Source: an optimization exercise on an open RTL-to-GDS flow (aim: small area, a short achievable clock period and few clock cycles). Production flows keep margins and buffers that such runs may drop. Where RTL was checked, it was by simulation tests only, not by an equivalence proof against the original. Only the layout flow was run in run 2; the RTL was not checked for function there.

==> flow/design.v, too long to show whole: its modules and the start of the top module <==
// module nnt_sos: 1213 lines
// module nnt_isqrt: 68 lines
// module nearest_neighbour_tour: 421 lines
module nearest_neighbour_tour #(
  parameter int MAX_CITIES = 64,
  parameter int P = 4,
  parameter int NSQ = 3
) (
  input  wire logic              clk,
  input  wire logic              rst_n,
  input  wire logic              in_valid,
  output logic                   in_stall,
  input  wire logic [49:0]       in_data,
  output logic                   out_valid,
  input  wire logic              out_stall,
  output logic [39:0]            out_data
);
  // ...
==> flow/run.sh <==
#!/bin/bash
# synth_recipe.tcl (not shown) runs the flow's synth.tcl, then flattens the netlist and writes it again
# the make line also repeats each setting of config.mk as NAME=value (left out here)
make -C /OpenROAD-flow-scripts/flow DESIGN_CONFIG=/design/flow/config.mk WORK_HOME=/design/flow/orfs CLKGATE_MAP_FILE= SYNTH_SCRIPT=/design/flow/synth_recipe.tcl finish
==> flow/config.mk <==
export PLATFORM = sky130hd
export DESIGN_NAME = nearest_neighbour_tour
export DESIGN_NICKNAME = nearest_neighbour_tour
export VERILOG_FILES = /design/flow/design.v
export SDC_FILE = /design/flow/constraint.sdc
export NUM_CORES = 4
export LEC_CHECK = 0
export CAP_MARGIN = 20
export CORE_MARGIN = 2
export CORE_UTILIZATION = 40
export PLACE_DENSITY = 0.6
export SLEW_MARGIN = 20
==> flow/constraint.sdc <==
create_clock -name core_clock -period 12.0 [get_ports {clk}]
set_input_delay 2.4000 -clock core_clock [delete_from_list [all_inputs] [get_ports {clk}]]
set_output_delay 2.4000 -clock core_clock [all_outputs]
set_load 0.01 [all_outputs]
==> qor.csv, run 1 <==
metric,value,unit
R2R cell count,35,
hold path start,d_e[3][20],
count of buffers from port buffering,95,
synth warn,33,
seq_cells,5563,
critical path startpoint,t_r0[2][0],
"EDFF count, synth",3999,
Non-Clock Inverter Count,3164,
RSZ-0062 raised after global routing,false,
top_reg_cell synth,edfxtp_1,
Initial Utilization,0.402,
Die W,880,um
clock latency on the worst-skew pair,1.14,ns
status,finished clean,
Synth Area in Compound Gates,0.0615,
most frequent cells in the layout,"3999 x edfxtp_1, 3153 x inv_1, 2119 x fa_1, 1818 x and2_1, 1569 x nand2_1",
WL met3,84500,um
met1 WL,398000,um
drt initial violations,21400,
DRT Pass-1 Iters,10,
metal2 WL,453000,um
Placed Cells incl. Taps,33300,
diodes inserted,132,
clk buf depth,4,
met3 Use GR,0.0451,
setup violators final,0,
Max Used Layer,met5,
CP max FO,30,
full die area,775000,um^2
Vias/cell,5.59,
H-tree depth,6,
minimum clock period,10.95,ns
Worst-path clk slew,0.06,ns
Testbench counts, summed over its fixed seeds: cycles 15,681.
==> module nnt_isqrt, before the edit <==
module nnt_isqrt (
  input  wire logic        clk,
  input  wire logic        rst_n,
  input  wire logic        start,
  input  wire logic [48:0] radicand,
  output logic             busy,
  output logic             done,
  output logic [24:0]      root
);
  logic [51:0] rad_r;       
  logic [26:0] rem_r;       
  logic [24:0] root_r;
  logic [3:0]  cnt_r;
  logic        busy_r, done_r;
  logic [28:0] rem1, rem2, trial1, trial2, sub1, sub2;
  logic [24:0] root1, root2;
  logic [26:0] remn1, remn2;
  always_comb begin
    rem1   = {rem_r, rad_r[51:50]};
    trial1 = {2'b00, root_r, 2'b01};
    sub1   = rem1 - trial1;
    if (!sub1[28]) begin
      remn1 = sub1[26:0];
      root1 = {root_r[23:0], 1'b1};
    end else begin
      remn1 = rem1[26:0];
      root1 = {root_r[23:0], 1'b0};
    end
    rem2   = {remn1, rad_r[49:48]};
    trial2 = {2'b00, root1, 2'b01};
    sub2   = rem2 - trial2;
    if (!sub2[28]) begin
      remn2 = sub2[26:0];
      root2 = {root1[23:0], 1'b1};
    end else begin
      remn2 = rem2[26:0];
      root2 = {root1[23:0], 1'b0};
    end
  end
  always_ff @(posedge clk) begin
    if (!rst_n) begin
      busy_r <= 1'b0;
      done_r <= 1'b0;
    end else begin
      done_r <= 1'b0;
      if (start) begin
        busy_r <= 1'b1;
      end else if (busy_r && cnt_r == 4'd0) begin
        busy_r <= 1'b0;
        done_r <= 1'b1;
      end
    end
    if (start) begin
      rad_r  <= {3'b000, radicand};
      rem_r  <= '0;
      root_r <= '0;
      cnt_r  <= 4'd12;
    end else if (busy_r) begin
      rad_r  <= {rad_r[47:0], 4'b0000};
      rem_r  <= remn2;
      root_r <= root2;
      cnt_r  <= cnt_r - 4'd1;
    end
  end
  assign busy = busy_r;
  assign done = done_r;
  assign root = root_r;
endmodule
==> module nearest_neighbour_tour, before the edit <==
module nearest_neighbour_tour #(
  parameter int MAX_CITIES = 64,
  parameter int P = 4,
  parameter int NSQ = 3
) (
  input  wire logic              clk,
  input  wire logic              rst_n,
  input  wire logic              in_valid,
  output logic                   in_stall,
  input  wire logic [49:0]       in_data,
  output logic                   out_valid,
  input  wire logic              out_stall,
  output logic [39:0]            out_data
);
  localparam int LP   = $clog2(P);
  localparam int ROWS = MAX_CITIES / P;
  localparam int RW   = (ROWS > 1) ? $clog2(ROWS) : 1;
  localparam int KW   = 56;   
  logic        in_stall_r;
  logic        ib_v;
  logic [49:0] ib_d;
  logic        run_pend;
  wire  logic  accept = in_valid && !in_stall_r;
  wire  logic [1:0] ib_cmd = ib_d[49:48];
  logic        busy_r;           
  logic        tail_r;           
  logic [6:0]  count_r;
  logic        dropped_r;
  logic [5:0]  pos0_r;           
  logic [1:0]  status_r;
  logic [6:0]  a_r;              
  logic [5:0]  m_r;              
  logic [23:0] cur_x, cur_y;
  logic [5:0]  cur_id;
  logic [30:0] total_r;
  logic        close_done_r;
  logic        wr_en;
  logic [5:0]  wr_slot;
  logic [53:0] wr_data;
  logic [53:0] rd_q [P];
  logic        rd_v, rd_first, rd_last, rd_close, rd_init;
  logic [RW-1:0] rd_row;
  genvar gl;
  generate
    for (gl = 0; gl < P; gl++) begin : g_bank
      logic [53:0] bank [ROWS];
      always_ff @(posedge clk) begin
        if (wr_en && wr_slot[LP-1:0] == LP'(gl)) begin
          bank[wr_slot[5:LP]] <= wr_data;
        end
        rd_q[gl] <= bank[rd_row];
      end
    end
  endgenerate
  logic          p1_v, p1_first, p1_last, p1_close, p1_init;
  logic [RW-1:0] p1_row;
  logic          p2_v, p2_first, p2_last, p2_close;
  logic [RW-1:0] p2_row;
  logic          p3_v, p3_first, p3_last, p3_close;
  logic [RW-1:0] p3_row;
  always_ff @(posedge clk) begin
    if (!rst_n) begin
      p1_v <= 1'b0; p1_init <= 1'b0;
      p2_v <= 1'b0;
      p3_v <= 1'b0;
    end else begin
      p1_v <= rd_v; p1_init <= rd_init;
      p2_v <= p1_v;
      p3_v <= p2_v;
    end
    p1_first <= rd_first; p1_last <= rd_last; p1_close <= rd_close; p1_row <= rd_row;
    p2_first <= p1_first; p2_last <= p1_last; p2_close <= p1_close; p2_row <= p1_row;
    p3_first <= p2_first; p3_last <= p2_last; p3_close <= p2_close; p3_row <= p2_row;
  end
  logic [23:0] d_sx [P], d_sy [P];
  logic        d_nx [P], d_ny [P];
  logic        d_v [P];
  logic [53:0] d_e [P];           
  logic [48:0] t_r0 [P], t_r1 [P];
  logic        t_v [P];
  logic [53:0] t_e [P];
  logic [6:0]  close_slot;
  assign close_slot = count_r - 7'd1;
  generate
    for (gl = 0; gl < P; gl++) begin : g_lane
      logic [24:0] dx, dy;
      logic [5:0]  slot;
      logic        lv;
      logic [48:0] r0, r1;
      assign slot = {p1_row, LP'(gl)};
      assign dx = {rd_q[gl][53], rd_q[gl][53:30]} - {cur_x[23], cur_x};
      assign dy = {rd_q[gl][29], rd_q[gl][29:6]} - {cur_y[23], cur_y};
      assign lv = p1_close ? (slot == close_slot[5:0])
                           : ({1'b0, slot} < a_r && slot != m_r);
      always_ff @(posedge clk) begin
        d_sx[gl] <= dx[23:0] ^ {24{dx[24]}};
        d_nx[gl] <= dx[24];
        d_sy[gl] <= dy[23:0] ^ {24{dy[24]}};
        d_ny[gl] <= dy[24];
        d_v[gl]  <= lv;
        d_e[gl]  <= rd_q[gl];
      end
      nnt_sos u_sos (
        .sx(d_sx[gl]), .nx(d_nx[gl]), .sy(d_sy[gl]), .ny(d_ny[gl]),
        .r0(r0), .r1(r1)
      );
      always_ff @(posedge clk) begin
        t_r0[gl] <= r0;
        t_r1[gl] <= r1;
        t_v[gl]  <= d_v[gl];
        t_e[gl]  <= d_e[gl];
      end
    end
  endgenerate
  localparam int NC = P + 1;
  logic [KW-1:0] b_key;
  logic [53:0]   b_e;
  logic [5:0]    b_slot;
  logic [KW-1:0] c_key [NC];
  logic [53:0]   c_e [NC];
  logic [5:0]    c_slot [NC];
  logic [NC-1:0] c_win;
  logic [NC-1:0] c_le [NC];
  logic [KW-1:0] w_key;
  logic [53:0]   w_e;
  logic [5:0]    w_slot;
  always_comb begin
    for (int i = 0; i < P; i++) begin
      c_key[i]  = {!t_v[i], t_r0[i] + t_r1[i], t_e[i][5:0]};
      c_e[i]    = t_e[i];
      c_slot[i] = {p3_row, LP'(i)};
    end
    c_key[P]  = p3_first ? {KW{1'b1}} : b_key;
    c_e[P]    = b_e;
    c_slot[P] = b_slot;
    for (int i = 0; i < NC; i++) begin
      for (int j = 0; j < NC; j++) begin
        c_le[i][j] = (j > i) ? (c_key[i] <= c_key[j]) : 1'b0;
      end
    end
    for (int i = 0; i < NC; i++) begin
      c_win[i] = 1'b1;
      for (int j = 0; j < NC; j++) begin
        if (j < i) c_win[i] = c_win[i] & !c_le[j][i];
        if (j > i) c_win[i] = c_win[i] & c_le[i][j];
      end
    end
    w_key  = '0;
    w_e    = '0;
    w_slot = '0;
    for (int i = 0; i < NC; i++) begin
      w_key  = w_key  | ({KW{c_win[i]}} & c_key[i]);
      w_e    = w_e    | ({54{c_win[i]}} & c_e[i]);
      w_slot = w_slot | ({6{c_win[i]}} & c_slot[i]);
    end
  end
  always_ff @(posedge clk) begin
    if (p3_v) begin
      b_key  <= w_key;
      b_e    <= w_e;
      b_slot <= w_slot;
    end
  end
  wire logic leg_end   = p3_v && p3_last && !p3_close;
  wire logic close_end = p3_v && p3_last && p3_close;
  logic          sq_pv;
  logic [48:0]   sq_pd;
  logic [NSQ-1:0] sq_busy, sq_done, sq_start;
  logic [24:0]   sq_root [NSQ];
  logic [24:0]   sq_sum;
  logic [2:0]    sq_cap;       
  generate
    for (gl = 0; gl < NSQ; gl++) begin : g_sq
      nnt_isqrt u_isqrt (
        .clk(clk), .rst_n(rst_n), .start(sq_start[gl]), .radicand(sq_pd),
        .busy(sq_busy[gl]), .done(sq_done[gl]), .root(sq_root[gl])
      );
    end
  endgenerate
  always_comb begin
    sq_start = '0;
    for (int i = NSQ - 1; i >= 0; i--) begin
      if (sq_pv && !sq_busy[i]) begin
        sq_start = NSQ'(1) << i;
      end
    end
    sq_sum = '0;
    for (int i = 0; i < NSQ; i++) begin
      sq_sum = sq_sum | ({25{sq_done[i]}} & sq_root[i]);
    end
    sq_cap = {2'b00, !sq_pv};
    for (int i = 0; i < NSQ; i++) begin
      sq_cap = sq_cap + {2'b00, !sq_busy[i]};
    end
  end
  logic        ov_r, sv_r;
  logic [39:0] od_r, sd_r;
  logic        push;
  logic [39:0] push_d;
  wire  logic  pop = ov_r && !out_stall;
  always_ff @(posedge clk) begin
    if (!rst_n) begin
      ov_r <= 1'b0;
      sv_r <= 1'b0;
    end else begin
      if (pop) begin
        if (sv_r) begin
          od_r <= sd_r;
          sv_r <= push;
          sd_r <= push_d;
        end else begin
          ov_r <= push;
          od_r <= push_d;
        end
      end else if (push) begin
        if (ov_r) begin
          sv_r <= 1'b1;
          sd_r <= push_d;
        end else begin
          ov_r <= 1'b1;
          od_r <= push_d;
        end
      end
    end
  end
  assign out_valid = ov_r;
  assign out_data  = od_r;
  assign in_stall  = in_stall_r;
  typedef enum logic [1:0] { E_IDLE, E_ISSUE, E_WAIT } estate_t;
  estate_t       e_st;
  logic [RW-1:0] e_row, e_lastrow;
  logic [6:0]    e_a;           
  logic          e_close;
  logic [1:0]    e_wait;
  logic          e_prev;        
  logic          e_go;
  logic [6:0]    e_a_next;
  assign e_a_next = e_a - 7'd1;
  assign e_go = (sq_cap >= (e_prev ? 3'd2 : 3'd1)) && !sv_r && !(ov_r && e_prev);
  logic run_req, run_ok, start_run, run_empty, cmd_now;
  logic final_push;
  assign run_req   = !busy_r && (run_pend || (ib_v && ib_cmd == nnt_pkg::CMD_RUN));
  assign run_ok    = !tail_r && !ov_r && !sv_r;
  assign start_run = run_req && run_ok && (count_r != '0);
  assign run_empty = run_req && run_ok && (count_r == '0);
  assign cmd_now   = !busy_r && !run_pend && ib_v && ib_cmd != nnt_pkg::CMD_RUN;
  assign final_push = close_done_r && !sq_pv && sq_busy == '0 && sq_done == '0 && !sv_r;
  always_comb begin
    push   = 1'b0;
    push_d = {cur_id, total_r, 1'b1, status_r};
    if (run_empty) begin
      push   = 1'b1;
      push_d = {6'd0, 31'd0, 1'b1, nnt_pkg::ST_EMPTY};
    end else if (p1_init) begin
      push   = 1'b1;
      push_d = {6'd0, 31'd0, (count_r == 7'd1), status_r};
    end else if (leg_end && a_r != 7'd2) begin
      push   = 1'b1;
      push_d = {w_e[5:0], 31'd0, 1'b0, status_r};
    end else if (final_push) begin
      push   = 1'b1;
    end
  end
  logic busy_nxt, run_pend_nxt;
  always_comb begin
    busy_nxt = busy_r;
    if (start_run) busy_nxt = 1'b1;
    if (e_st == E_ISSUE && e_close && e_go) busy_nxt = 1'b0;
    if (p1_init && count_r == 7'd1) busy_nxt = 1'b0;
    run_pend_nxt = run_req && !run_ok;
  end
  always_ff @(posedge clk) begin
    rd_v     <= 1'b0;
    rd_first <= 1'b0;
    rd_last  <= 1'b0;
    rd_close <= 1'b0;
    rd_init  <= 1'b0;
    wr_en    <= 1'b0;
    sq_pv    <= sq_pv && (sq_start == '0);
    if (sq_done != '0) total_r <= total_r + {6'd0, sq_sum};
    ib_d <= in_data;
    ib_v <= accept;
    if (!rst_n) begin
      in_stall_r   <= 1'b1;
      ib_v         <= 1'b0;
      run_pend     <= 1'b0;
      busy_r       <= 1'b0;
      tail_r       <= 1'b0;
      count_r      <= '0;
      dropped_r    <= 1'b0;
      pos0_r       <= '0;
      e_st         <= E_IDLE;
      sq_pv        <= 1'b0;
      close_done_r <= 1'b0;
    end else begin
      busy_r     <= busy_nxt;
      run_pend   <= run_pend_nxt;
      in_stall_r <= busy_nxt || run_pend_nxt ||
                    (accept && in_data[49:48] == nnt_pkg::CMD_RUN);
      if (cmd_now) begin
        case (ib_cmd)
          nnt_pkg::CMD_LOAD: begin
            if (count_r[6]) begin
              dropped_r <= 1'b1;
            end else begin
              wr_en   <= 1'b1;
              wr_slot <= count_r[5:0];
              wr_data <= {ib_d[47:0], count_r[5:0]};
              count_r <= count_r + 7'd1;
            end
          end
          nnt_pkg::CMD_CLEAR: begin
            count_r   <= '0;
            dropped_r <= 1'b0;
            pos0_r    <= '0;
          end
          default: begin
          end
        endcase
      end
      if (start_run) begin
        tail_r    <= 1'b1;
        status_r  <= dropped_r ? nnt_pkg::ST_DROPPED : nnt_pkg::ST_OK;
        a_r       <= count_r;
        m_r       <= pos0_r;
        total_r   <= '0;
        rd_row    <= pos0_r[5:LP];
        rd_init   <= 1'b1;
        e_a       <= count_r;
        e_prev    <= 1'b0;
        e_close   <= 1'b0;
        e_row     <= '0;
        e_lastrow <= RW'((count_r - 7'd1) >> LP);
        e_st      <= (count_r == 7'd1) ? E_IDLE : E_ISSUE;
      end
      case (e_st)
        E_ISSUE: begin
          if (e_row != '0 || e_go) begin
            rd_v     <= 1'b1;
            rd_row   <= e_close ? RW'(close_slot[5:LP]) : e_row;
            rd_first <= (e_row == '0);
            rd_last  <= e_close || (e_row == e_lastrow);
            rd_close <= e_close;
            if (e_close || e_row == e_lastrow) begin
              e_row  <= '0;
              e_wait <= (e_a_next == 7'd1) ? 2'd3 : 2'd2;
              e_prev <= 1'b1;
              if (e_close) begin
                e_st   <= E_IDLE;
                pos0_r <= close_slot[5:0];
              end else begin
                e_st      <= E_WAIT;
                e_a       <= e_a_next;
                e_lastrow <= RW'((e_a_next - 7'd1) >> LP);
                if (e_a_next == 7'd1) e_close <= 1'b1;
              end
            end else begin
              e_row <= e_row + 1'b1;
            end
          end
        end
        E_WAIT: begin
          e_wait <= e_wait - 2'd1;
          if (e_wait == 2'd1) e_st <= E_ISSUE;
        end
        default: begin
        end
      endcase
      if (p1_init) begin
        cur_x  <= rd_q_sel_x;
        cur_y  <= rd_q_sel_y;
        cur_id <= 6'd0;
        if (count_r == 7'd1) tail_r <= 1'b0;
      end
      if (p1_v && p1_last && !p1_close) begin
        wr_en   <= (m_r != a_last[5:0]);
        wr_slot <= m_r;
        wr_data <= rd_q_last;
      end
      if (p2_v && p2_last && !p2_close) begin
        wr_en   <= 1'b1;
        wr_slot <= a_last[5:0];
        wr_data <= {cur_x, cur_y, cur_id};
      end
      if (leg_end) begin
        cur_x  <= w_e[53:30];
        cur_y  <= w_e[29:6];
        cur_id <= w_e[5:0];
        if (w_slot != a_last[5:0]) m_r <= w_slot;
        a_r    <= a_r - 7'd1;
        sq_pv  <= 1'b1;
        sq_pd  <= w_key[54:6];
      end
      if (close_end) begin
        sq_pv        <= 1'b1;
        sq_pd        <= w_key[54:6];
        close_done_r <= 1'b1;
      end
      if (final_push) begin
        close_done_r <= 1'b0;
        tail_r       <= 1'b0;
      end
    end
  end
  logic [6:0]  a_last;
  logic [23:0] rd_q_sel_x, rd_q_sel_y;
  logic [53:0] rd_q_last;
  assign a_last = a_r - 7'd1;
  always_comb begin
    rd_q_sel_x = '0;
    rd_q_sel_y = '0;
    rd_q_last  = '0;
    for (int i = 0; i < P; i++) begin
      if (pos0_r[LP-1:0] == LP'(i)) begin
        rd_q_sel_x = rd_q[i][53:30];
        rd_q_sel_y = rd_q[i][29:6];
      end
      if (a_last[LP-1:0] == LP'(i)) rd_q_last = rd_q[i];
    end
  end
endmodule
==> run 2: changes to the inputs <==
--- a/flow/design.v
+++ b/flow/design.v
@@ -1238,6 +1238,73 @@
 `default_nettype wire
 `timescale 1ns / 1ps
 `default_nettype none
+module nnt_add #(
+  parameter int W = 8
+) (
+  input  wire logic [W-1:0] a,
+  input  wire logic [W-1:0] b,
+  input  wire logic         cin,
+  output logic [W-1:0]      s,
+  output logic              cout
+);
+  localparam int N = W + 1;               
+  localparam int L = $clog2(N);
+  logic [N-1:0] g [L+1];
+  logic [N-1:0] p [L+1];
+  assign g[0] = {a & b, cin};
+  assign p[0] = {a ^ b, 1'b0};
+  genvar lv, i;
+  generate
+    for (lv = 0; lv < L; lv++) begin : g_lv
+      for (i = 0; i < N; i++) begin : g_i
+        if (i >= (1 << lv)) begin : g_op
+          assign g[lv+1][i] = g[lv][i] | (p[lv][i] & g[lv][i-(1<<lv)]);
+          assign p[lv+1][i] = p[lv][i] & p[lv][i-(1<<lv)];
+        end else begin : g_pass
+          assign g[lv+1][i] = g[lv][i];
+          assign p[lv+1][i] = p[lv][i];
+        end
+      end
+    end
+  endgenerate
+  assign s    = p[0][W:1] ^ g[L][W-1:0];
+  assign cout = g[L][W];
+endmodule
+module nnt_lt #(
+  parameter int W = 8
+) (
+  input  wire logic [W-1:0] a,
+  input  wire logic [W-1:0] b,
+  output logic              lt
+);
+  localparam int L = $clog2(W);
+  localparam int N = 1 << L;
+  logic [N-1:0] l [L+1];
+  logic [N-1:0] e [L+1];
+  genvar lv, i;
+  generate
+    for (i = 0; i < N; i++) begin : g_leaf
+      if (i < W) begin : g_bit
+        assign l[0][i] = !a[i] & b[i];
+        assign e[0][i] = !(a[i] ^ b[i]);
+      end else begin : g_pad
+        assign l[0][i] = 1'b0;
+        assign e[0][i] = 1'b1;
+      end
+    end
+    for (lv = 0; lv < L; lv++) begin : g_lv
+      for (i = 0; i < (N >> (lv + 1)); i++) begin : g_i
+        assign l[lv+1][i] = l[lv][2*i+1] | (e[lv][2*i+1] & l[lv][2*i]);
+        assign e[lv+1][i] = e[lv][2*i+1] & e[lv][2*i];
+      end
+      for (i = (N >> (lv + 1)); i < N; i++) begin : g_z
+        assign l[lv+1][i] = 1'b0;
+        assign e[lv+1][i] = 1'b0;
+      end
+    end
+  endgenerate
+  assign lt = l[L][0];
+endmodule
 module nnt_isqrt (
   input  wire logic        clk,
   input  wire logic        rst_n,
@@ -1252,31 +1319,18 @@
   logic [24:0] root_r;
   logic [3:0]  cnt_r;
   logic        busy_r, done_r;
-  logic [28:0] rem1, rem2, trial1, trial2, sub1, sub2;
+  logic [28:0] rem1, rem2, sub1, sub2;
+  logic        ge1, ge2;
   logic [24:0] root1, root2;
   logic [26:0] remn1, remn2;
-  always_comb begin
-    rem1   = {rem_r, rad_r[51:50]};
-    trial1 = {2'b00, root_r, 2'b01};
-    sub1   = rem1 - trial1;
-    if (!sub1[28]) begin
-      remn1 = sub1[26:0];
-      root1 = {root_r[23:0], 1'b1};
-    end else begin
-      remn1 = rem1[26:0];
-      root1 = {root_r[23:0], 1'b0};
-    end
-    rem2   = {remn1, rad_r[49:48]};
-    trial2 = {2'b00, root1, 2'b01};
-    sub2   = rem2 - trial2;
-    if (!sub2[28]) begin
-      remn2 = sub2[26:0];
-      root2 = {root1[23:0], 1'b1};
-    end else begin
-      remn2 = rem2[26:0];
-      root2 = {root1[23:0], 1'b0};
-    end
-  end
+  assign rem1 = {rem_r, rad_r[51:50]};
+  nnt_add #(.W(29)) u_s1 (.a(rem1), .b(~{2'b00, root_r, 2'b01}), .cin(1'b1), .s(sub1), .cout(ge1));
+  assign remn1 = ge1 ? sub1[26:0] : rem1[26:0];
+  assign root1 = {root_r[23:0], ge1};
+  assign rem2 = {remn1, rad_r[49:48]};
+  nnt_add #(.W(29)) u_s2 (.a(rem2), .b(~{2'b00, root1, 2'b01}), .cin(1'b1), .s(sub2), .cout(ge2));
+  assign remn2 = ge2 ? sub2[26:0] : rem2[26:0];
+  assign root2 = {root1[23:0], ge2};
   always_ff @(posedge clk) begin
     if (!rst_n) begin
       busy_r <= 1'b0;
@@ -1341,10 +1395,13 @@
   logic [1:0]  status_r;
   logic [6:0]  a_r;              
   logic [5:0]  m_r;              
-  logic [23:0] cur_x, cur_y;
-  logic [5:0]  cur_id;
+  logic [53:0] cur_r;            
   logic [30:0] total_r;
   logic        close_done_r;
+  logic [6:0]  a_last;
+  logic [6:0]  close_slot;
+  assign a_last     = a_r - 7'd1;
+  assign close_slot = count_r - 7'd1;
   logic        wr_en;
   logic [5:0]  wr_slot;
   logic [53:0] wr_data;
@@ -1369,20 +1426,52 @@
   logic [RW-1:0] p2_row;
   logic          p3_v, p3_first, p3_last, p3_close;
   logic [RW-1:0] p3_row;
+  logic          p4_v, p4_first, p4_last, p4_close;
   always_ff @(posedge clk) begin
     if (!rst_n) begin
       p1_v <= 1'b0; p1_init <= 1'b0;
       p2_v <= 1'b0;
       p3_v <= 1'b0;
+      p4_v <= 1'b0;
     end else begin
       p1_v <= rd_v; p1_init <= rd_init;
       p2_v <= p1_v;
       p3_v <= p2_v;
+      p4_v <= p3_v;
     end
     p1_first <= rd_first; p1_last <= rd_last; p1_close <= rd_close; p1_row <= rd_row;
     p2_first <= p1_first; p2_last <= p1_last; p2_close <= p1_close; p2_row <= p1_row;
     p3_first <= p2_first; p3_last <= p2_last; p3_close <= p2_close; p3_row <= p2_row;
+    p4_first <= p3_first; p4_last <= p3_last; p4_close <= p3_close;
   end
+  logic [KW-1:0] rw_key, b_key, f_key;
+  logic [53:0]   rw_e, b_e, f_e;
+  logic [5:0]    rw_slot, b_slot, f_slot;
+  logic          rw_wins;
+  logic          rw_lt;
+  nnt_lt #(.W(KW)) u_rlt (.a(rw_key), .b(b_key), .lt(rw_lt));
+  assign rw_wins = p4_first || rw_lt;
+  assign f_key   = rw_wins ? rw_key  : b_key;
+  assign f_e     = rw_wins ? rw_e    : b_e;
+  assign f_slot  = rw_wins ? rw_slot : b_slot;
+  always_ff @(posedge clk) begin
+    if (p4_v) begin
+      b_key  <= f_key;
+      b_e    <= f_e;
+      b_slot <= f_slot;
+    end
+  end
+  wire logic leg_fin   = p4_v && p4_last && !p4_close;
+  wire logic close_fin = p4_v && p4_last && p4_close;
+  logic [53:0] cur_d;
+  logic [5:0]  m_new;
+  assign m_new = (f_slot == a_last[5:0]) ? m_r : f_slot;
+  assign cur_d = leg_fin ? f_e : cur_r;
+  logic [6:0]  a_d, a_d_last;
+  logic [5:0]  m_d;
+  assign a_d      = leg_fin ? a_last : a_r;
+  assign a_d_last = a_d - 7'd1;
+  assign m_d      = leg_fin ? m_new : m_r;
   logic [23:0] d_sx [P], d_sy [P];
   logic        d_nx [P], d_ny [P];
   logic        d_v [P];
@@ -1390,8 +1479,6 @@
   logic [48:0] t_r0 [P], t_r1 [P];
   logic        t_v [P];
   logic [53:0] t_e [P];
-  logic [6:0]  close_slot;
-  assign close_slot = count_r - 7'd1;
   generate
     for (gl = 0; gl < P; gl++) begin : g_lane
       logic [24:0] dx, dy;
@@ -1399,10 +1486,17 @@
       logic        lv;
       logic [48:0] r0, r1;
       assign slot = {p1_row, LP'(gl)};
-      assign dx = {rd_q[gl][53], rd_q[gl][53:30]} - {cur_x[23], cur_x};
-      assign dy = {rd_q[gl][29], rd_q[gl][29:6]} - {cur_y[23], cur_y};
-      assign lv = p1_close ? (slot == close_slot[5:0])
-                           : ({1'b0, slot} < a_r && slot != m_r);
+      nnt_add #(.W(25)) u_dx (.a({rd_q[gl][53], rd_q[gl][53:30]}),
+                              .b(~{cur_d[53], cur_d[53:30]}), .cin(1'b1), .s(dx), .cout());
+      nnt_add #(.W(25)) u_dy (.a({rd_q[gl][29], rd_q[gl][29:6]}),
+                              .b(~{cur_d[29], cur_d[29:6]}), .cin(1'b1), .s(dy), .cout());
+      always_comb begin
+        if (p1_close) begin
+          lv = (slot == close_slot[5:0]);
+        end else begin
+          lv = ({1'b0, slot} < a_d) && (slot != m_d);
+        end
+      end
       always_ff @(posedge clk) begin
         d_sx[gl] <= dx[23:0] ^ {24{dx[24]}};
         d_nx[gl] <= dx[24];
@@ -1423,63 +1517,56 @@
       end
     end
   endgenerate
-  localparam int NC = P + 1;
-  logic [KW-1:0] b_key;
-  logic [53:0]   b_e;
-  logic [5:0]    b_slot;
-  logic [KW-1:0] c_key [NC];
-  logic [53:0]   c_e [NC];
-  logic [5:0]    c_slot [NC];
-  logic [NC-1:0] c_win;
-  logic [NC-1:0] c_le [NC];
+  logic [KW-1:0] c_key [P];
+  logic [P-1:0]  c_win;
+  logic [P-1:0]  c_le [P];
   logic [KW-1:0] w_key;
   logic [53:0]   w_e;
-  logic [5:0]    w_slot;
-  always_comb begin
-    for (int i = 0; i < P; i++) begin
-      c_key[i]  = {!t_v[i], t_r0[i] + t_r1[i], t_e[i][5:0]};
-      c_e[i]    = t_e[i];
-      c_slot[i] = {p3_row, LP'(i)};
-    end
-    c_key[P]  = p3_first ? {KW{1'b1}} : b_key;
-    c_e[P]    = b_e;
-    c_slot[P] = b_slot;
-    for (int i = 0; i < NC; i++) begin
-      for (int j = 0; j < NC; j++) begin
-        c_le[i][j] = (j > i) ? (c_key[i] <= c_key[j]) : 1'b0;
+  logic [LP-1:0] w_lane;
+  generate
+    for (gl = 0; gl < P; gl++) begin : g_ckey
+      logic [48:0] cdist;
+      nnt_add #(.W(49)) u_cpa (.a(t_r0[gl]), .b(t_r1[gl]), .cin(1'b0), .s(cdist), .cout());
+      assign c_key[gl] = {!t_v[gl], cdist, t_e[gl][5:0]};
+    end
+    for (gl = 0; gl < P * P; gl++) begin : g_cle
+      if ((gl % P) > (gl / P)) begin : g_pair
+        logic lt_ji;
+        nnt_lt #(.W(KW)) u_lt (.a(c_key[gl % P]), .b(c_key[gl / P]), .lt(lt_ji));
+        assign c_le[gl / P][gl % P] = !lt_ji;
+      end else begin : g_none
+        assign c_le[gl / P][gl % P] = 1'b0;
       end
     end
-    for (int i = 0; i < NC; i++) begin
+  endgenerate
+  always_comb begin
+    for (int i = 0; i < P; i++) begin
       c_win[i] = 1'b1;
-      for (int j = 0; j < NC; j++) begin
+      for (int j = 0; j < P; j++) begin
         if (j < i) c_win[i] = c_win[i] & !c_le[j][i];
         if (j > i) c_win[i] = c_win[i] & c_le[i][j];
       end
     end
     w_key  = '0;
     w_e    = '0;
-    w_slot = '0;
-    for (int i = 0; i < NC; i++) begin
+    w_lane = '0;
+    for (int i = 0; i < P; i++) begin
       w_key  = w_key  | ({KW{c_win[i]}} & c_key[i]);
-      w_e    = w_e    | ({54{c_win[i]}} & c_e[i]);
-      w_slot = w_slot | ({6{c_win[i]}} & c_slot[i]);
+      w_e    = w_e    | ({54{c_win[i]}} & t_e[i]);
+      w_lane = w_lane | ({LP{c_win[i]}} & LP'(i));
     end
   end
   always_ff @(posedge clk) begin
-    if (p3_v) begin
-      b_key  <= w_key;
-      b_e    <= w_e;
-      b_slot <= w_slot;
-    end
+    rw_key  <= w_key;
+    rw_e    <= w_e;
+    rw_slot <= {p3_row, w_lane};
   end
-  wire logic leg_end   = p3_v && p3_last && !p3_close;
-  wire logic close_end = p3_v && p3_last && p3_close;
   logic          sq_pv;
   logic [48:0]   sq_pd;
   logic [NSQ-1:0] sq_busy, sq_done, sq_start;
   logic [24:0]   sq_root [NSQ];
   logic [24:0]   sq_sum;
-  logic [2:0]    sq_cap;       
+  logic [3:0]    sq_cap;       
   generate
     for (gl = 0; gl < NSQ; gl++) begin : g_sq
       nnt_isqrt u_isqrt (
@@ -1499,11 +1586,13 @@
     for (int i = 0; i < NSQ; i++) begin
       sq_sum = sq_sum | ({25{sq_done[i]}} & sq_root[i]);
     end
-    sq_cap = {2'b00, !sq_pv};
+    sq_cap = {3'b000, !sq_pv};
     for (int i = 0; i < NSQ; i++) begin
-      sq_cap = sq_cap + {2'b00, !sq_busy[i]};
+      sq_cap = sq_cap + {3'b000, !sq_busy[i]};
     end
   end
+  logic [30:0] total_nxt;
+  nnt_add #(.W(31)) u_tot (.a(total_r), .b({6'd0, sq_sum}), .cin(1'b0), .s(total_nxt), .cout());
   logic        ov_r, sv_r;
   logic [39:0] od_r, sd_r;
   logic        push;
@@ -1547,7 +1636,7 @@
   logic          e_go;
   logic [6:0]    e_a_next;
   assign e_a_next = e_a - 7'd1;
-  assign e_go = (sq_cap >= (e_prev ? 3'd2 : 3'd1)) && !sv_r && !(ov_r && e_prev);
+  assign e_go = (sq_cap >= (e_prev ? 4'd2 : 4'd1)) && !sv_r && !(ov_r && e_prev);
   logic run_req, run_ok, start_run, run_empty, cmd_now;
   logic final_push;
   assign run_req   = !busy_r && (run_pend || (ib_v && ib_cmd == nnt_pkg::CMD_RUN));
@@ -1558,16 +1647,16 @@
   assign final_push = close_done_r && !sq_pv && sq_busy == '0 && sq_done == '0 && !sv_r;
   always_comb begin
     push   = 1'b0;
-    push_d = {cur_id, total_r, 1'b1, status_r};
+    push_d = {cur_r[5:0], total_r, 1'b1, status_r};
     if (run_empty) begin
       push   = 1'b1;
       push_d = {6'd0, 31'd0, 1'b1, nnt_pkg::ST_EMPTY};
     end else if (p1_init) begin
       push   = 1'b1;
       push_d = {6'd0, 31'd0, (count_r == 7'd1), status_r};
-    end else if (leg_end && a_r != 7'd2) begin
+    end else if (leg_fin && a_r != 7'd2) begin
       push   = 1'b1;
-      push_d = {w_e[5:0], 31'd0, 1'b0, status_r};
+      push_d = {f_e[5:0], 31'd0, 1'b0, status_r};
     end else if (final_push) begin
       push   = 1'b1;
     end
@@ -1580,6 +1669,15 @@
     if (p1_init && count_r == 7'd1) busy_nxt = 1'b0;
     run_pend_nxt = run_req && !run_ok;
   end
+  logic [53:0] rd_q_pos0, rd_q_last;
+  always_comb begin
+    rd_q_pos0 = '0;
+    rd_q_last = '0;
+    for (int i = 0; i < P; i++) begin
+      if (pos0_r[LP-1:0] == LP'(i)) rd_q_pos0 = rd_q[i];
+      if (a_d_last[LP-1:0] == LP'(i)) rd_q_last = rd_q[i];
+    end
+  end
   always_ff @(posedge clk) begin
     rd_v     <= 1'b0;
     rd_first <= 1'b0;
@@ -1588,7 +1686,7 @@
     rd_init  <= 1'b0;
     wr_en    <= 1'b0;
     sq_pv    <= sq_pv && (sq_start == '0);
-    if (sq_done != '0) total_r <= total_r + {6'd0, sq_sum};
+    if (sq_done != '0) total_r <= total_nxt;
     ib_d <= in_data;
     ib_v <= accept;
     if (!rst_n) begin
@@ -1678,33 +1776,29 @@
         end
       endcase
       if (p1_init) begin
-        cur_x  <= rd_q_sel_x;
-        cur_y  <= rd_q_sel_y;
-        cur_id <= 6'd0;
+        cur_r <= {rd_q_pos0[53:6], 6'd0};
         if (count_r == 7'd1) tail_r <= 1'b0;
       end
       if (p1_v && p1_last && !p1_close) begin
-        wr_en   <= (m_r != a_last[5:0]);
-        wr_slot <= m_r;
+        wr_en   <= (m_d != a_d_last[5:0]);
+        wr_slot <= m_d;
         wr_data <= rd_q_last;
       end
       if (p2_v && p2_last && !p2_close) begin
         wr_en   <= 1'b1;
         wr_slot <= a_last[5:0];
-        wr_data <= {cur_x, cur_y, cur_id};
+        wr_data <= cur_r;
       end
-      if (leg_end) begin
-        cur_x  <= w_e[53:30];
-        cur_y  <= w_e[29:6];
-        cur_id <= w_e[5:0];
-        if (w_slot != a_last[5:0]) m_r <= w_slot;
-        a_r    <= a_r - 7'd1;
-        sq_pv  <= 1'b1;
-        sq_pd  <= w_key[54:6];
+      if (leg_fin) begin
+        cur_r <= f_e;
+        m_r   <= m_new;
+        a_r   <= a_last;
+        sq_pv <= 1'b1;
+        sq_pd <= f_key[54:6];
       end
-      if (close_end) begin
+      if (close_fin) begin
         sq_pv        <= 1'b1;
-        sq_pd        <= w_key[54:6];
+        sq_pd        <= f_key[54:6];
         close_done_r <= 1'b1;
       end
       if (final_push) begin
@@ -1713,21 +1807,5 @@
       end
     end
   end
-  logic [6:0]  a_last;
-  logic [23:0] rd_q_sel_x, rd_q_sel_y;
-  logic [53:0] rd_q_last;
-  assign a_last = a_r - 7'd1;
-  always_comb begin
-    rd_q_sel_x = '0;
-    rd_q_sel_y = '0;
-    rd_q_last  = '0;
-    for (int i = 0; i < P; i++) begin
-      if (pos0_r[LP-1:0] == LP'(i)) begin
-        rd_q_sel_x = rd_q[i][53:30];
-        rd_q_sel_y = rd_q[i][29:6];
-      end
-      if (a_last[LP-1:0] == LP'(i)) rd_q_last = rd_q[i];
-    end
-  end
 endmodule
 `default_nettype wire
==> qor.csv, run 2 <==
metric,value,unit,change
Fin. Hold Viols,0,,unchanged
# IOs,96,,unchanged
RSZ-0062 raised after global routing,false,,unchanged
Num CTS Buffers,603,,was 584
max FFs per register,3456,,unchanged
"Distinct cells, synth",112,,was 96
setup ws final,3.14,ns,was 1.05 ns
Initial Utilization,0.401,,was 0.402
Post-synth top cells,"3999 x edfxtp_1, 3077 x inv_1, 2110 x fa_1",,"was 3999 x edfxtp_1, 3157 x inv_1, 2119 x fa_1"
DRT Pass-1 Iters,14,,was 10
minimum clock period,8.86,ns,was 10.95 ns
CP max FO,56,,was 30
CTS tree,built,,unchanged
Synthesized Nets,26800,,was 27000
"FF+latch count, synth",5677,,was 5563
grt ovf,0,,unchanged
antenna violations before repair,68,,was 111
kind of critical path,reg2reg,,unchanged
Fmax achieved,0.113,GHz,was 0.0913 GHz
mean area per synthesized cell,13.2,um^2,was 13.1 um^2
most frequent cells in the layout,"3999 x edfxtp_1, 3072 x inv_1, 2110 x fa_1, 1866 x and2_1, 1605 x dfxtp_1",,"was 3999 x edfxtp_1, 3153 x inv_1, 2119 x fa_1, 1818 x and2_1, 1569 x nand2_1"
# DRC,0,,unchanged
Sink Count,5677,,was 5563
status,finished clean,,unchanged
setup bufs post-CTS,0,,unchanged
Final Max Slew Viols,0,,unchanged
Critical Path End Type,flip-flop,,unchanged
worst hold path type,reg2reg,,unchanged
"Seq/Total Area, Yosys",0.499,,was 0.493
"Cell Area, Synth",308000,um^2,was 307000 um^2
Avg WL per Cell,27.7,um,was 28.5 um
Die W,881,um,was 880 um
CP Data Arrival Time,9.83,ns,was 11.76 ns
largest net degree at the start of global routing,143,,was 149
Slew HR,0.174,,was 0.110
pre-CTS WS,3.24,ns,was 1.25 ns
root buffer cell,clkbuf_16,,unchanged
Yosys top cell by area,edfxtp_1,,unchanged
synthesized instance count,23400,,was 23500
Layout area overhead,11.5,%,was 11.7%
largest cells by area after synthesis,"edfxtp_1 39%, fa_1 14%, dfxtp_1 11%, mux4_2 8.3%, ha_1 5.0%",,"was edfxtp_1 39%, fa_1 14%, dfxtp_1 10%, mux4_2 8.1%, ha_1 5.6%"
critical path startpoint,t_r1[2][0],,was t_r0[2][0]
layout cell share with drive strength beyond 1,0.130,,was 0.127
Core Area,768000,um^2,was 764000 um^2
Tcrit/Tclk final,0.738,,was 0.913
r2r startpoint,t_r1[2][0],,was t_r0[2][0]
setup violators final,0,,unchanged
Vias/cell,5.56,,was 5.59
crit path launch type,flip-flop,,unchanged
Worst-path clk slew,0.06,ns,about the same
Total Nets Final,27000,,was 27300
GRT Util Overall,0.242,,was 0.250
post_cts resized,0,,unchanged
DPL Wire Length,634000,um,was 672000 um
drt initial violations,20300,,was 21400
synth warn,44,,was 33
hold buffer count at CTS,0,,unchanged
via count,191000,,was 193000
setup TNS,0,ns,unchanged
Critical Path RT,12.97,ns,was 12.80 ns
hold path start,d_e[0][21],,was d_e[3][20]
Routed Antenna Nets,0,,unchanged
most common cell in the netlist,edfxtp_1,,unchanged
RD Place Congestion,0.935,,was 0.965
top_reg_cell synth,edfxtp_1,,unchanged
"EDFF count, synth",3999,,unchanged
Die Y,881,um,was 880 um
# Max-Cap Violations,0,,unchanged
first-pass GRT wire length,1370000,um,was 1410000 um
full die area,776000,um^2,was 775000 um^2
ys async rst share,0,,unchanged
Worst Skew,0.118,ns,was 0.106 ns
clk buf depth,4,,unchanged
clock latency on the worst-skew pair,1.17,ns,was 1.14 ns
"commonest non-fill, non-tap cell in the layout",edfxtp_1,,unchanged
count of buffers from port buffering,95,,unchanged
top cell type's share of synthesized area,0.390,,was 0.391
final wirelength,952000,um,was 983000 um
Tightest Pin Transition,1.23,ns,was 1.33 ns
Row Count,322,,was 321
vias in the first global route,194000,,was 195000
H-tree depth,6,,unchanged
==> run 2: cell count changes in the layout (fill, tap and decap cells not counted), moves of 48 or more <==
cell      before   now
o21ai_1       12    87
nand2_1     1569  1407
o211ai_1     137    87
ha_1        1374  1224
dfxtp_1     1504  1605
a21oi_1      723   863
diode_2      132    34
xor2_1       201   266
and2_1      1818  1866
inv_1       3153  3072
==> run 2: layer usage <==
| layer | track usage | share of wire | wire [um] | vias up |
|---|---|---|---|---|
| met3 | 0.0452 | 0.088 | 83400 | 1704 |
| met4 | 0.104 | 0.052 | 49500 | 16 |
| li1 | - | - | - | 81600 |
| met1 | 0.324 | 0.40 | 381000 | 99600 |
| met5 | 0 | 0.00012 | 115 | - |
| met2 | 0.386 | 0.46 | 437000 | 8344 |
==> run 2: metrics by stage <==
step | hold WS [ns] | instance area, um^2 | instances | utilization
4_1_cts | 0.218 | 343000 | 34400 | 0.447
3_5_place_dp | 0.312 | 323000 | 33200 | 0.420
6_report | 0.210 | 343000 | 34400 | 0.447
2_1_floorplan | 0.310 | 308000 | 23400 | -
5_1_grt | 0.232 | 343000 | 34400 | 0.447
3_3_place_gp | 0.310 | 323000 | 33200 | 0.420
==> run 2: worst max-delay path, stage by stage (launching register included) <==
cell and delay, ns:
dfxtp_1 0.30, ha_1 0.23, fa_1 0.51, a211oi_2 0.30, o21ai_1 0.14, a2111o_1 0.48, a311oi_2 0.35, o21ai_1 0.15
and2_1 0.20, a21oi_1 0.15, o21bai_1 0.09, xnor2_1 0.87, inv_1 0.11, ha_1 0.35, nand4_1 0.10, nor3_1 0.41
nand3_1 0.15, o21ai_0 0.21, a221o_1 0.14, a211oi_1 0.06, nor2_1 0.10, o31ai_1 0.10, maj3_1 0.43, o2bb2ai_2 0.28
nor3_4 1.04, buf_4 0.92, a222oi_1 0.28, o21ai_1 0.15
==> run 2: area by class of cell <==
class                   instances  area (um^2)
fillers                     68800       425000
repair buffers                670         5450
clock inverters               304         3200
inverters                    3083        11600
clock buffers                 818        17000
diodes                         34         85.1
well taps                   10200        12800
multi-input cells           13600       139000
flip-flops and latches       5677       154000
==> run 2: worst paths after layout <==
check	to	slack [ns]	cells after the start
worst max-delay path	rw_e[18]	3.14	27
worst min register to register	t_e[0][21]	0.21	0
worst max register to register	rw_e[18]	3.14	27
worst min-delay path	t_e[0][21]	0.21	0
==> run 2: cell families (layout without fill, tap and decap cells) <==
| kind of cell | after synthesis | after routing | share of synthesized area |
|---|---|---|---|
| multiplexers | 1411 | 1411 | 0.0927 |
| AND/OR/NAND/NOR | 5072 | 5072 | 0.0849 |
| XOR/XNOR | 810 | 810 | 0.0231 |
| flip-flops | 5677 | 5677 | 0.499 |
| AO/OA/AOI/OAI | 2978 | 2978 | 0.0622 |
| buffers and inverters | 4110 | 4875 | 0.0504 |
| adder cells (fa/ha/maj) | 3340 | 3340 | 0.187 |
| other | 0 | 34 | 0 |
==> run 3: changes to the inputs <==
--- a/flow/design.v
+++ b/flow/design.v
@@ -1319,18 +1319,29 @@
   logic [24:0] root_r;
   logic [3:0]  cnt_r;
   logic        busy_r, done_r;
-  logic [28:0] rem1, rem2, sub1, sub2;
+  logic [31:0] z, q8, q16, s8, s16, s24, csa_s, csa_c;
   logic        ge1, ge2;
-  logic [24:0] root1, root2;
-  logic [26:0] remn1, remn2;
-  assign rem1 = {rem_r, rad_r[51:50]};
-  nnt_add #(.W(29)) u_s1 (.a(rem1), .b(~{2'b00, root_r, 2'b01}), .cin(1'b1), .s(sub1), .cout(ge1));
-  assign remn1 = ge1 ? sub1[26:0] : rem1[26:0];
-  assign root1 = {root_r[23:0], ge1};
-  assign rem2 = {remn1, rad_r[49:48]};
-  nnt_add #(.W(29)) u_s2 (.a(rem2), .b(~{2'b00, root1, 2'b01}), .cin(1'b1), .s(sub2), .cout(ge2));
-  assign remn2 = ge2 ? sub2[26:0] : rem2[26:0];
-  assign root2 = {root1[23:0], ge2};
+  logic [26:0] remn2;
+  logic [24:0] root2;
+  assign z   = {1'b0, rem_r, rad_r[51:48]};
+  assign q8  = {4'd0, root_r, 3'b000};
+  assign q16 = {3'd0, root_r, 4'b0000};
+  nnt_add #(.W(32)) u_s8  (.a(z), .b(~(q8 | 32'd1)), .cin(1'b1), .s(s8), .cout());
+  nnt_add #(.W(32)) u_s16 (.a(z), .b(~(q16 | 32'd4)), .cin(1'b1), .s(s16), .cout());
+  assign csa_s = z ^ ~(q16 | 32'd8) ^ ~(q8 | 32'd1);
+  assign csa_c = (z & ~(q16 | 32'd8)) | (z & ~(q8 | 32'd1)) | (~(q16 | 32'd8) & ~(q8 | 32'd1));
+  nnt_add #(.W(32)) u_s24 (.a(csa_s), .b({csa_c[30:0], 1'b1}), .cin(1'b1), .s(s24), .cout());
+  assign ge1 = !s16[31];
+  assign ge2 = ge1 ? !s24[31] : !s8[31];
+  always_comb begin
+    case ({ge1, ge2})
+      2'b11:   remn2 = s24[26:0];
+      2'b10:   remn2 = s16[26:0];
+      2'b01:   remn2 = s8[26:0];
+      default: remn2 = z[26:0];
+    endcase
+  end
+  assign root2 = {root_r[22:0], ge1, ge2};
   always_ff @(posedge clk) begin
     if (!rst_n) begin
       busy_r <= 1'b0;
@@ -1427,6 +1438,7 @@
   logic          p3_v, p3_first, p3_last, p3_close;
   logic [RW-1:0] p3_row;
   logic          p4_v, p4_first, p4_last, p4_close;
+  logic [RW-1:0] p4_row;
   always_ff @(posedge clk) begin
     if (!rst_n) begin
       p1_v <= 1'b0; p1_init <= 1'b0;
@@ -1442,36 +1454,8 @@
     p1_first <= rd_first; p1_last <= rd_last; p1_close <= rd_close; p1_row <= rd_row;
     p2_first <= p1_first; p2_last <= p1_last; p2_close <= p1_close; p2_row <= p1_row;
     p3_first <= p2_first; p3_last <= p2_last; p3_close <= p2_close; p3_row <= p2_row;
-    p4_first <= p3_first; p4_last <= p3_last; p4_close <= p3_close;
+    p4_first <= p3_first; p4_last <= p3_last; p4_close <= p3_close; p4_row <= p3_row;
   end
-  logic [KW-1:0] rw_key, b_key, f_key;
-  logic [53:0]   rw_e, b_e, f_e;
-  logic [5:0]    rw_slot, b_slot, f_slot;
-  logic          rw_wins;
-  logic          rw_lt;
-  nnt_lt #(.W(KW)) u_rlt (.a(rw_key), .b(b_key), .lt(rw_lt));
-  assign rw_wins = p4_first || rw_lt;
-  assign f_key   = rw_wins ? rw_key  : b_key;
-  assign f_e     = rw_wins ? rw_e    : b_e;
-  assign f_slot  = rw_wins ? rw_slot : b_slot;
-  always_ff @(posedge clk) begin
-    if (p4_v) begin
-      b_key  <= f_key;
-      b_e    <= f_e;
-      b_slot <= f_slot;
-    end
-  end
-  wire logic leg_fin   = p4_v && p4_last && !p4_close;
-  wire logic close_fin = p4_v && p4_last && p4_close;
-  logic [53:0] cur_d;
-  logic [5:0]  m_new;
-  assign m_new = (f_slot == a_last[5:0]) ? m_r : f_slot;
-  assign cur_d = leg_fin ? f_e : cur_r;
-  logic [6:0]  a_d, a_d_last;
-  logic [5:0]  m_d;
-  assign a_d      = leg_fin ? a_last : a_r;
-  assign a_d_last = a_d - 7'd1;
-  assign m_d      = leg_fin ? m_new : m_r;
   logic [23:0] d_sx [P], d_sy [P];
   logic        d_nx [P], d_ny [P];
   logic        d_v [P];
@@ -1487,14 +1471,14 @@
       logic [48:0] r0, r1;
       assign slot = {p1_row, LP'(gl)};
       nnt_add #(.W(25)) u_dx (.a({rd_q[gl][53], rd_q[gl][53:30]}),
-                              .b(~{cur_d[53], cur_d[53:30]}), .cin(1'b1), .s(dx), .cout());
+                              .b(~{cur_r[53], cur_r[53:30]}), .cin(1'b1), .s(dx), .cout());
       nnt_add #(.W(25)) u_dy (.a({rd_q[gl][29], rd_q[gl][29:6]}),
-                              .b(~{cur_d[29], cur_d[29:6]}), .cin(1'b1), .s(dy), .cout());
+                              .b(~{cur_r[29], cur_r[29:6]}), .cin(1'b1), .s(dy), .cout());
       always_comb begin
         if (p1_close) begin
           lv = (slot == close_slot[5:0]);
         end else begin
-          lv = ({1'b0, slot} < a_d) && (slot != m_d);
+          lv = ({1'b0, slot} < a_r) && (slot != m_r);
         end
       end
       always_ff @(posedge clk) begin
@@ -1517,50 +1501,81 @@
       end
     end
   endgenerate
-  logic [KW-1:0] c_key [P];
-  logic [P-1:0]  c_win;
-  logic [P-1:0]  c_le [P];
-  logic [KW-1:0] w_key;
-  logic [53:0]   w_e;
-  logic [LP-1:0] w_lane;
+  logic [48:0] u_dist [P];
+  logic        u_v [P];
+  logic [53:0] u_e [P];
   generate
-    for (gl = 0; gl < P; gl++) begin : g_ckey
+    for (gl = 0; gl < P; gl++) begin : g_cpa
       logic [48:0] cdist;
       nnt_add #(.W(49)) u_cpa (.a(t_r0[gl]), .b(t_r1[gl]), .cin(1'b0), .s(cdist), .cout());
-      assign c_key[gl] = {!t_v[gl], cdist, t_e[gl][5:0]};
+      always_ff @(posedge clk) begin
+        u_dist[gl] <= cdist;
+        u_v[gl]    <= t_v[gl];
+        u_e[gl]    <= t_e[gl];
+      end
     end
-    for (gl = 0; gl < P * P; gl++) begin : g_cle
-      if ((gl % P) > (gl / P)) begin : g_pair
+  endgenerate
+  localparam int NC = P + 1;
+  logic [KW-1:0] b_key;
+  logic [53:0]   b_e;
+  logic [5:0]    b_slot;
+  logic [KW-1:0] c_key [NC];
+  logic [53:0]   c_e [NC];
+  logic [5:0]    c_slot [NC];
+  logic [NC-1:0] c_win;
+  logic [NC-1:0] c_le [NC];
+  logic [KW-1:0] w_key;
+  logic [53:0]   w_e;
+  logic [5:0]    w_slot;
+  always_comb begin
+    for (int i = 0; i < P; i++) begin
+      c_key[i]  = {!u_v[i], u_dist[i], u_e[i][5:0]};
+      c_e[i]    = u_e[i];
+      c_slot[i] = {p4_row, LP'(i)};
+    end
+    c_key[P]  = p4_first ? {KW{1'b1}} : b_key;
+    c_e[P]    = b_e;
+    c_slot[P] = b_slot;
+  end
+  generate
+    for (gl = 0; gl < NC * NC; gl++) begin : g_cle
+      if ((gl % NC) > (gl / NC)) begin : g_pair
         logic lt_ji;
-        nnt_lt #(.W(KW)) u_lt (.a(c_key[gl % P]), .b(c_key[gl / P]), .lt(lt_ji));
-        assign c_le[gl / P][gl % P] = !lt_ji;
+        nnt_lt #(.W(KW)) u_lt (.a(c_key[gl % NC]), .b(c_key[gl / NC]), .lt(lt_ji));
+        assign c_le[gl / NC][gl % NC] = !lt_ji;
       end else begin : g_none
-        assign c_le[gl / P][gl % P] = 1'b0;
+        assign c_le[gl / NC][gl % NC] = 1'b0;
       end
     end
   endgenerate
   always_comb begin
-    for (int i = 0; i < P; i++) begin
+    for (int i = 0; i < NC; i++) begin
       c_win[i] = 1'b1;
-      for (int j = 0; j < P; j++) begin
+      for (int j = 0; j < NC; j++) begin
         if (j < i) c_win[i] = c_win[i] & !c_le[j][i];
         if (j > i) c_win[i] = c_win[i] & c_le[i][j];
       end
     end
     w_key  = '0;
     w_e    = '0;
-    w_lane = '0;
-    for (int i = 0; i < P; i++) begin
+    w_slot = '0;
+    for (int i = 0; i < NC; i++) begin
       w_key  = w_key  | ({KW{c_win[i]}} & c_key[i]);
-      w_e    = w_e    | ({54{c_win[i]}} & t_e[i]);
-      w_lane = w_lane | ({LP{c_win[i]}} & LP'(i));
+      w_e    = w_e    | ({54{c_win[i]}} & c_e[i]);
+      w_slot = w_slot | ({6{c_win[i]}} & c_slot[i]);
     end
   end
   always_ff @(posedge clk) begin
-    rw_key  <= w_key;
-    rw_e    <= w_e;
-    rw_slot <= {p3_row, w_lane};
+    if (p4_v) begin
+      b_key  <= w_key;
+      b_e    <= w_e;
+      b_slot <= w_slot;
+    end
   end
+  wire logic leg_fin   = p4_v && p4_last && !p4_close;
+  wire logic close_fin = p4_v && p4_last && p4_close;
+  logic [5:0] m_new;
+  assign m_new = (w_slot == a_last[5:0]) ? m_r : w_slot;
   logic          sq_pv;
   logic [48:0]   sq_pd;
   logic [NSQ-1:0] sq_busy, sq_done, sq_start;
@@ -1592,7 +1607,9 @@
     end
   end
   logic [30:0] total_nxt;
-  nnt_add #(.W(31)) u_tot (.a(total_r), .b({6'd0, sq_sum}), .cin(1'b0), .s(total_nxt), .cout());
+  logic        sum_v_r;
+  logic [24:0] sum_r;
+  nnt_add #(.W(31)) u_tot (.a(total_r), .b({6'd0, sum_r}), .cin(1'b0), .s(total_nxt), .cout());
   logic        ov_r, sv_r;
   logic [39:0] od_r, sd_r;
   logic        push;
@@ -1644,7 +1661,7 @@
   assign start_run = run_req && run_ok && (count_r != '0);
   assign run_empty = run_req && run_ok && (count_r == '0);
   assign cmd_now   = !busy_r && !run_pend && ib_v && ib_cmd != nnt_pkg::CMD_RUN;
-  assign final_push = close_done_r && !sq_pv && sq_busy == '0 && sq_done == '0 && !sv_r;
+  assign final_push = close_done_r && !sq_pv && sq_busy == '0 && sq_done == '0 && !sum_v_r && !sv_r;
   always_comb begin
     push   = 1'b0;
     push_d = {cur_r[5:0], total_r, 1'b1, status_r};
@@ -1656,7 +1673,7 @@
       push_d = {6'd0, 31'd0, (count_r == 7'd1), status_r};
     end else if (leg_fin && a_r != 7'd2) begin
       push   = 1'b1;
-      push_d = {f_e[5:0], 31'd0, 1'b0, status_r};
+      push_d = {w_e[5:0], 31'd0, 1'b0, status_r};
     end else if (final_push) begin
       push   = 1'b1;
     end
@@ -1675,7 +1692,7 @@
     rd_q_last = '0;
     for (int i = 0; i < P; i++) begin
       if (pos0_r[LP-1:0] == LP'(i)) rd_q_pos0 = rd_q[i];
-      if (a_d_last[LP-1:0] == LP'(i)) rd_q_last = rd_q[i];
+      if (a_last[LP-1:0] == LP'(i)) rd_q_last = rd_q[i];
     end
   end
   always_ff @(posedge clk) begin
@@ -1686,7 +1703,9 @@
     rd_init  <= 1'b0;
     wr_en    <= 1'b0;
     sq_pv    <= sq_pv && (sq_start == '0);
-    if (sq_done != '0) total_r <= total_nxt;
+    sum_v_r <= (sq_done != '0);
+    sum_r   <= sq_sum;
+    if (sum_v_r) total_r <= total_nxt;
     ib_d <= in_data;
     ib_v <= accept;
     if (!rst_n) begin
@@ -1701,6 +1720,7 @@
       e_st         <= E_IDLE;
       sq_pv        <= 1'b0;
       close_done_r <= 1'b0;
+      sum_v_r      <= 1'b0;
     end else begin
       busy_r     <= busy_nxt;
       run_pend   <= run_pend_nxt;
@@ -1752,7 +1772,7 @@
             rd_close <= e_close;
             if (e_close || e_row == e_lastrow) begin
               e_row  <= '0;
-              e_wait <= (e_a_next == 7'd1) ? 2'd3 : 2'd2;
+              e_wait <= 2'd3;
               e_prev <= 1'b1;
               if (e_close) begin
                 e_st   <= E_IDLE;
@@ -1780,8 +1800,8 @@
         if (count_r == 7'd1) tail_r <= 1'b0;
       end
       if (p1_v && p1_last && !p1_close) begin
-        wr_en   <= (m_d != a_d_last[5:0]);
-        wr_slot <= m_d;
+        wr_en   <= (m_r != a_last[5:0]);
+        wr_slot <= m_r;
         wr_data <= rd_q_last;
       end
       if (p2_v && p2_last && !p2_close) begin
@@ -1790,15 +1810,15 @@
         wr_data <= cur_r;
       end
       if (leg_fin) begin
-        cur_r <= f_e;
+        cur_r <= w_e;
         m_r   <= m_new;
         a_r   <= a_last;
         sq_pv <= 1'b1;
-        sq_pd <= f_key[54:6];
+        sq_pd <= w_key[54:6];
       end
       if (close_fin) begin
         sq_pv        <= 1'b1;
-        sq_pd        <= f_key[54:6];
+        sq_pd        <= w_key[54:6];
         close_done_r <= 1'b1;
       end
       if (final_push) begin
==> flow/flow/run.sh (new file) <==
#!/bin/bash
# The standard layout, with timing repair asked for extra setup slack so
# that the achieved period (clock period less setup slack) shrinks. The SDC,
# clock period and synthesis are the standard flow's own.
set -euo pipefail
bash standard.sh SETUP_SLACK_MARGIN=7 finish > standard_flow.log 2>&1
==> flow/standard.sh (new file) <==
#!/bin/bash
# synth_recipe.tcl (not shown) runs the flow's synth.tcl, then flattens the netlist and writes it again
# the make line also repeats each setting of config.mk as NAME=value (left out here)
make -C /OpenROAD-flow-scripts/flow DESIGN_CONFIG=/design/flow/config.mk WORK_HOME=/design/flow/orfs CLKGATE_MAP_FILE= SYNTH_SCRIPT=/design/flow/synth_recipe.tcl "${@:-finish}"
removed: flow/run.sh
==> qor.csv, run 3 <==
metric,value,unit,change
Num CTS Buffers,639,,was 603
Post-DP Area,336000,um^2,was 323000 um^2
synthesized instance count,24500,,was 23400
mean area per synthesized cell,13.1,um^2,was 13.2 um^2
H-tree depth,6,,unchanged
"most used cell, CP",o21a_1,,was o21ai_1
# Max-Cap Violations,0,,unchanged
Worst Path Buf+Inv,2,,unchanged
Tightest Pin Transition,1.39,ns,was 1.23 ns
# DRC,0,,unchanged
largest cells by area after synthesis,"edfxtp_1 37%, fa_1 14%, dfxtp_1 13%, mux4_2 7.9%, ha_1 5.8%",,"was edfxtp_1 39%, fa_1 14%, dfxtp_1 11%, mux4_2 8.3%, ha_1 5.0%"
r2r startpoint,cur_r[30],,was t_r1[2][0]
Synthesized Nets,28200,,was 26800
hold path start,t_e[2][6],,was d_e[0][21]
RD Place Congestion,0.939,,was 0.935
grt ovf,0,,unchanged
worst hold path type,reg2reg,,unchanged
antenna violations before repair,143,,was 68
Yosys top cell by area,edfxtp_1,,unchanged
Initial Utilization,0.401,,about the same
most frequent cells in the layout,"3999 x edfxtp_1, 3054 x inv_1, 2182 x fa_1, 1977 x dfxtp_1, 1826 x and2_1",,"was 3999 x edfxtp_1, 3072 x inv_1, 2110 x fa_1, 1866 x and2_1, 1605 x dfxtp_1"
Crit path max-delay family,compound AO/OA/AOI/OAI gates,,unchanged
final wirelength,1030000,um,was 952000 um
hold buffer count at CTS,0,,unchanged
Final Max Slew Viols,0,,unchanged
root buffer cell,clkbuf_16,,unchanged
critical path startpoint,cur_r[30],,was t_r1[2][0]
Layout area overhead,12.3,%,was 11.5%
Row Count,329,,was 322
Worst Skew,0.0941,ns,was 0.118 ns
count of buffers from port buffering,95,,unchanged
top cell type's share of synthesized area,0.374,,was 0.390
Critical Path RT,12.90,ns,was 12.97 ns
max FFs per register,3456,,unchanged
status,finished clean,,unchanged
Sink Count,6013,,was 5677
DPL Wire Length,695000,um,was 634000 um
clock latency on the worst-skew pair,1.15,ns,was 1.17 ns
CP Data Arrival Time,5.95,ns,was 9.83 ns
first-pass GRT wire length,1470000,um,was 1370000 um
synth warn,54,,was 44
GRT Util Overall,0.249,,was 0.242
largest net degree at the start of global routing,141,,was 143
Die Y,900,um,was 881 um
CP max-delay cell,xnor2_1,,was nor3_4
Routed Antenna Nets,0,,unchanged
most common cell in the netlist,edfxtp_1,,unchanged
kind of critical path,reg2reg,,unchanged
"commonest non-fill, non-tap cell in the layout",edfxtp_1,,unchanged
drt initial violations,21200,,was 20300
setup TNS,0,ns,unchanged
Fin. Hold Viols,0,,unchanged
critical path cell sequence,inv_1 -> ha_1 -> o21a_1 -> o21a_1 -> o2111ai_1 -> and4b_1 -> o311a_1 -> o211ai_1 -> a31oi_1 -> o21bai_1 -> a21o_1 -> nand2_1 -> a31oi_4 -> buf_4 -> xnor2_1,,
final instance area,360000,um^2,was 343000 um^2
minimum clock period,5.05,ns,was 8.86 ns
CTS tree,built,,unchanged
"Seq/Total Area, Yosys",0.500,,was 0.499
"Distinct cells, synth",108,,was 112
CP max FO,24,,was 56
Die W,900,um,was 881 um
"FF+latch count, synth",6013,,was 5677
Worst-path clk slew,0.07,ns,was 0.06 ns
Tcrit/Tclk final,0.421,,was 0.738
delay of the slowest critical-path stage,1.15,ns,was 1.04 ns
# IOs,96,,unchanged
Total Nets Final,28500,,was 27000
DRT Pass-1 Iters,9,,was 14
layout cell share with drive strength beyond 1,0.127,,was 0.130
RSZ-0062 raised after global routing,true,,was false
"Cell Area, Synth",321000,um^2,was 308000 um^2
"EDFF count, synth",3999,,unchanged
top_reg_cell synth,edfxtp_1,,unchanged
Critical Path End Type,flip-flop,,unchanged
Slew HR,0.0665,,was 0.174
clk buf depth,4,,unchanged
Vias/cell,5.56,,about the same
via count,202000,,was 191000
full die area,810000,um^2,was 776000 um^2
Fmax achieved,0.198,GHz,was 0.113 GHz
ys async rst share,0,,unchanged
crit path launch type,flip-flop,,unchanged
Core Area,801000,um^2,was 768000 um^2
Avg WL per Cell,28.4,um,was 27.7 um
Post-synth top cells,"3999 x edfxtp_1, 3057 x inv_1, 2182 x fa_1",,"was 3999 x edfxtp_1, 3077 x inv_1, 2110 x fa_1"
vias in the first global route,204000,,was 194000
setup violators final,0,,unchanged
==> run 3: routing by layer <==
| layer | track usage | share of wire |
|---|---|---|
| met3 | 0.0412 | 0.083 |
| met2 | 0.402 | 0.46 |
| met5 | 0 | 0.00011 |
| met4 | 0.113 | 0.053 |
| met1 | 0.333 | 0.40 |
==> run 3: cell type report <==
type | count | area, um^2
Antenna cell | 474 | 1190
Clock buffer | 861 | 18000
Clock inverter | 326 | 3570
Fill cell | 71800 | 441000
Inverter | 3063 | 11500
Multi-Input combinational cell | 14400 | 147000
Sequential cell | 6013 | 160000
Tap cell | 10600 | 13300
Timing Repair Buffer | 667 | 5890
==> run 3: final timing paths <==
| path | cells past startpoint | slack [ns] | endpoint |
|---|---|---|---|
| max | 15 | 6.95 | d_sx[1][3] |
| min | 0 | 0.29 | u_e[2][6] |
| max reg2reg | 15 | 6.95 | d_sx[1][3] |
| min reg2reg | 0 | 0.29 | u_e[2][6] |
==> run 3: through the flow <==
stage                     setup slack [ns]  utilization  std cells  hold WS (ns)
after floorplan                       6.79            -      24500         0.310
after global placement                5.18        0.420      34600         0.310
after detailed placement              5.20        0.420      34600         0.312
after CTS                             7.00        0.448      35900         0.279
after global routing                  6.88        0.450      36300         0.287
final                                 6.95        0.450      36300         0.286
==> run 3: kinds of logic (layout without fill, tap and decap cells) <==
kind of cell | count (synthesis) | after routing | share of synthesized area
flops | 6013 | 6013 | 0.500
simple gates | 5432 | 5434 | 0.0858
buf+inv | 4093 | 4917 | 0.0483
xor+xnor | 854 | 854 | 0.0233
fa+ha+maj | 3664 | 3664 | 0.194
compound gates | 3047 | 3049 | 0.0624
mux | 1350 | 1350 | 0.0868
other cells | 0 | 474 | 0
==> run 3: what timing repair did <==
item	in CTS	in global routing
cloned	11	6
resized for setup	75	75
pin swaps	12	14
setup buffers	21	12
setup endpoints to repair	337	221
==> run 3: worst reg2reg max path: stages, from the launching register on <==
cell and delay, ns:
edfxtp_1 0.50, inv_1 0.19, ha_1 0.44, o21a_1 0.22
o21a_1 0.21, o2111ai_1 0.24, and4b_1 0.25, o311a_1 0.26
o211ai_1 0.14, a31oi_1 0.37, o21bai_1 0.11, a21o_1 0.22
nand2_1 0.12, a31oi_4 0.08, buf_4 0.31, xnor2_1 1.17
Testbench counts of run 3, summed over its fixed seeds: cycles 16,871.

-- separate check: timing with driven ports --
How much do the figures lean on ideal ports? The routed layouts below were timed once more, with nothing changed but the port constraints.
Step 1 (the two cells are an assumption about what drives the block):
set clk [get_ports {clk}]
set_driving_cell -lib_cell sky130_fd_sc_hd__clkbuf_16 $clk
set_driving_cell -lib_cell sky130_fd_sc_hd__buf_2 [delete_from_list [all_inputs] $clk]
Step 2 times the ports against the registers' clock, not the clock port: input delays grow and output delays shrink by t, the midpoint of the rising clock arrivals with the driver on.
Three values: ideal ports, drivers, drivers and shift; two values: the first two.
| run | shift t [ns] | setup slack, ns | worst setup path after step 2 | worst data-port slew with drivers (ns) |
|---|---|---|---|---|
| run 1 | 1.244 | 1.047 / 1.047 / 1.047 | register to register | 0.16 |
| run 2 | 1.247 | 3.138 / 3.138 / 3.138 | register to register | 0.21 |
| run 3 | 1.248 | 6.950 / 6.940 / 6.391 | input to register | 0.23 |
After both steps setup and hold are still met in every run listed. For run 3, which loses most, drivers alone change the setup slack by -0.010 ns; drivers and shift together by -0.559 ns.
